Background: an optimization exercise with open tools, aiming at small area, a short achievable clock period and few clock cycles. Do not read the settings as production practice. RTL that was checked went through simulation tests only; none was proved equivalent to the original. Power is estimated from default activity; no workload was simulated.

Design raster_core_multirow, start of the top module:
module raster_core_multirow #(
   parameter int unsigned CORE_ID      = 3,
   parameter int unsigned NUM_ROWS     = 2,
   parameter int unsigned X_MAX        = 400,
   parameter int unsigned BRAM_LATENCY = 2,
   parameter logic [31:0] LAMBDA_ONE   = 32'h0001_0000,
   parameter int unsigned ADDR_W       = 10
) (
   input  logic              clk,
   input  logic              reset,
   input  logic              s_valid,
   input  logic [31:0]       s_data,
   output logic              s_ready,
   output logic              m_valid,
   input  logic              m_ready,
   output logic [15:0]       m_data,
   output logic              m_last,
   output logic              rch_en,
   output logic [ADDR_W-1:0] rch_addr,
   input  logic [31:0]       rch_data,
   output logic              wch_en,
   output logic [ADDR_W-1:0] wch_addr,
   output logic [31:0]       wch_data
);
   localparam int unsigned NPIX     = NUM_ROWS * X_MAX;
   localparam int unsigned ROW_BASE = CORE_ID * NUM_ROWS;
   localparam int unsigned JSH      = 5;             
   localparam int unsigned NW       = 32 + JSH + 1;  
   typedef enum logic [2:0] {
      M_RX,
      M_PREP,
      M_LOAD,
      M_LOAD2,
      M_INIT,
      M_RAST,
      M_DRAIN
   } mstate_t;
   typedef enum logic [1:0] {
      E_IDLE,
      E_CLEAR,
      E_WB
   } estate_t;
   mstate_t           ms_q;
   estate_t           es_q;
   logic [3:0]        wcnt_q;
   logic [2:0]        pc_q;
   logic              f6_q, f7_q, row_q, wbq_q;
  ...
For scale: roughly 580 flip-flops, ~140 I/O pins, about 35000 sq um of cells after synthesis.
Settings: LEC_CHECK=0, CAP_MARGIN=20, CORE_MARGIN=2, CORE_UTILIZATION=40, SETUP_SLACK_MARGIN=4.0, SLEW_MARGIN=20; clock period 8.0 ns.
run.sh (not shown) runs the stock make flow with config.mk's settings and CLKGATE_MAP_FILE= SYNTH_SCRIPT=/design/flow/synth_recipe.tcl, a recipe that flattens the netlist after the stock synthesis.
Then changed:
--- a/flow/design.v
+++ b/flow/design.v
@@ -72,23 +72,23 @@
    assign rch_en   = rch_en_q;
    assign rch_addr = rch_addr_q;
    assign wch_en   = wch_en_q;
    assign wch_addr = wch_addr_q;
    assign wch_data = {4'b0, wch_data_q};
    logic              acc, prep_add, prep_swap, in_rast, in_init, in_load, cs_load;
    logic [31:0]       sum0, sum1;
    logic [15:0]       sumz;
    logic [NW-1:0]     n0, n1;
    logic [15:0]       nz;
    logic [31:0]       ns;
-   logic              fit0, fit1, neg0, neg1, sg0, sg1, ns_big, skb_d, pls_d;
+   logic              fit0, fit1, ns_big, skb_d, pls_d;
    logic [31:0]       lsum;
    logic              cov, lbig, seg_skip, at_bnd, jump, to_bnd, x_end;
    logic              step, issue, trans, wb_drop, wb_take;
    logic [ADDR_W-1:0] pix_addr;
    logic              eng_free, s_ready_d, s_ready_q;
    function automatic logic [32:0] add33(input logic [32:0] a, input logic [32:0] b,
                                          input logic ci);
       logic [32:0] p, g, pp, gg, gn, pn;
       p = a ^ b;
       g = a & b;
       g[0] = g[0] | (p[0] & ci);
@@ -150,76 +150,50 @@
          c = g[i] | (p[i] & c);
       zl = !(al[0] ^ bl[0]);
       for (int i = 1; i < 16; i++)
          zl = zl && ((al[i] ^ bl[i]) == (al[i-1] | bl[i-1]));
       az = ah[14:1] == '0;
       bz = bh[14:1] == '0;
       sum_le_one = az && bz && (
          (!ah[0] && !bh[0] && !c) ||
          (zl && (al[15] | bl[15]) && !ah[0] && !bh[0]) ||
          (zl && al == '0 && bl == '0 && (ah[0] ^ bh[0])));
    endfunction
-   function automatic logic [2:0] blk_step(input logic [31:0] c, input logic [31:0] dx);
-      logic [25:0] a, b, g, p, gn, pn;
-      logic [6:0]  t0, t1, st;
-      logic        cy;
-      a = c[30:5];
-      b = dx[25:0];
-      g = a & b;
-      p = a ^ b;
-      for (int d = 1; d < 26; d = d * 2) begin
-         gn = g;
-         pn = p;
-         for (int i = 0; i < 26; i++) begin
-            if ((i / d) % 2 == 1) begin
-               gn[i] = g[i] | (p[i] & g[(i / d) * d - 1]);
-               pn[i] = p[i] & p[(i / d) * d - 1];
-            end
-         end
-         g = gn;
-         p = pn;
-      end
-      cy = g[25];
-      t0 = {dx[31], dx[31:26]} - {6'b0, c[31]};
-      t1 = t0 + 7'd1;
-      st = cy ? t1 : t0;
-      blk_step = {st == '0 || st == '1, st[6], st[0]};
-   endfunction
    always_comb begin
       acc       = s_valid && s_ready_d;
       prep_add  = ms_q == M_PREP && pc_q != 3'd6 && pc_q != 3'd7;
       prep_swap = ms_q == M_PREP && pc_q == 3'd6;
       in_rast   = ms_q == M_RAST;
       in_init   = ms_q == M_INIT;
       in_load   = ms_q == M_LOAD;
       cs_load   = ms_q == M_LOAD2 || (ms_q == M_PREP && pc_q == 3'd7);
       sum0 = 32'(add33(33'(l0_q), 33'(dx0_q), 1'b0));
       sum1 = 32'(add33(33'(l1_q), 33'(dx1_q), 1'b0));
       sumz = 16'(add33(33'(z_q), 33'(dz_q), 1'b0));
       lsum = l0_q + l1_q;
       lbig = !sum_le_one(l0_q[30:0], l1_q[30:0]);
       cov  = !l0_q[31] && !l1_q[31] && !lbig;
       n0 = {add33({{(JSH+1){c0_q[31]}}, c0_q[31:JSH]}, {dx0_q[31], dx0_q}, 1'b0),
             c0_q[JSH-1:0]};
       n1 = {add33({{(JSH+1){c1_q[31]}}, c1_q[31:JSH]}, {dx1_q[31], dx1_q}, 1'b0),
             c1_q[JSH-1:0]};
       nz = {11'(add33(33'(cz_q[15:JSH]), 33'(dz_q[15-JSH:0]), 1'b0)), cz_q[JSH-1:0]};
       ns = {27'(add33(33'(cs_q[31:JSH]), 33'(dxs_q), 1'b0)), cs_q[JSH-1:0]};
-      {fit0, neg0, sg0} = blk_step(c0_q, dx0_q);
-      {fit1, neg1, sg1} = blk_step(c1_q, dx1_q);
+      fit0   = n0[NW-1:31] == '0 || n0[NW-1:31] == '1;
+      fit1   = n1[NW-1:31] == '0 || n1[NW-1:31] == '1;
       ns_big = ns_gt_one(cs_q, dxs_q);
-      skb_d = (c0_q[31] && fit0 && neg0) ||
-              (c1_q[31] && fit1 && neg1) ||
+      skb_d = (c0_q[31] && fit0 && n0[NW-1]) ||
+              (c1_q[31] && fit1 && n1[NW-1]) ||
               (pls_q &&
-               fit0 && fit1 && !sg0 && !sg1 && ns_big);
-      pls_d = !sg0 && !sg1 && ns_big;
+               fit0 && fit1 && !n0[31] && !n1[31] && ns_big);
+      pls_d = !n0[31] && !n1[31] && ns_big;
       seg_skip = (fb0_q && l0_q[31] && c0_q[31]) ||
                  (fb1_q && l1_q[31] && c1_q[31]) ||
                  (fb0_q && fb1_q && lb_q && pls_q);
       at_bnd   = x_q[JSH-1:0] == '0;
       x_end    = x_q >= 9'(X_MAX);
       jump     = in_rast && !x_end && (at_bnd ? skb_q : seg_skip);
       step     = in_rast && !x_end && !jump;
       issue    = step && cov;
       to_bnd   = jump || (step && x_q[JSH-1:0] == '1);
       trans    = in_rast && x_end && !row_q && f7_q;
       pix_addr = row_q ? ADDR_W'(x_q) + ADDR_W'(X_MAX) : ADDR_W'(x_q);
Result:
- worst hold slack hardly moves
- total power climbs slightly
- via count climbs slightly
- clock-buffer cell count drops by 8
- routed wire length climbs slightly
- non-clock buffer count climbs by 4
- area after synthesis climbs slightly
- die area climbs slightly
- cell area climbs slightly
- synthesized cell count climbs by a few percent
- maximum frequency climbs by a few percent
- flip-flop and latch count stays the same
- combinational power climbs slightly
- global-route usage stays flat
Testbench counts after the change, summed over its fixed seeds: cycles 89,220.
Function not checked in the first run of this note: the RTL went through the layout flow alone.

[port drivers added, routing unchanged]
The results above use ideal ports. As a check the final layouts listed here were re-extracted and re-timed, cells and wires unchanged.
Step 1 sets driving cells, clkbuf_16 on the clock port and buf_2 on the other inputs (assumed; they add their load-dependent delay and slew).
Step 2, shift: input delay + t, output delay - t, t = (earliest + latest rising clock arrival at the registers) / 2. This alone moves slack from input paths to output paths.
Three values: no drivers, after step 1, after step 2; two values: the first two.
run	t (ns)	setup slack, ns	clock arrival spread, ns	cell pins on the clock port's net
the first run	0.674	3.918 / 3.918 / 3.460	0.030 / 0.030	1
the second run	0.673	4.138 / 4.138 / 3.524	0.020 / 0.019	1
After both steps setup and hold are still met in every run listed. For the second run, which loses most, drivers alone change the setup slack by 0.000 ns; drivers and shift together by -0.614 ns.
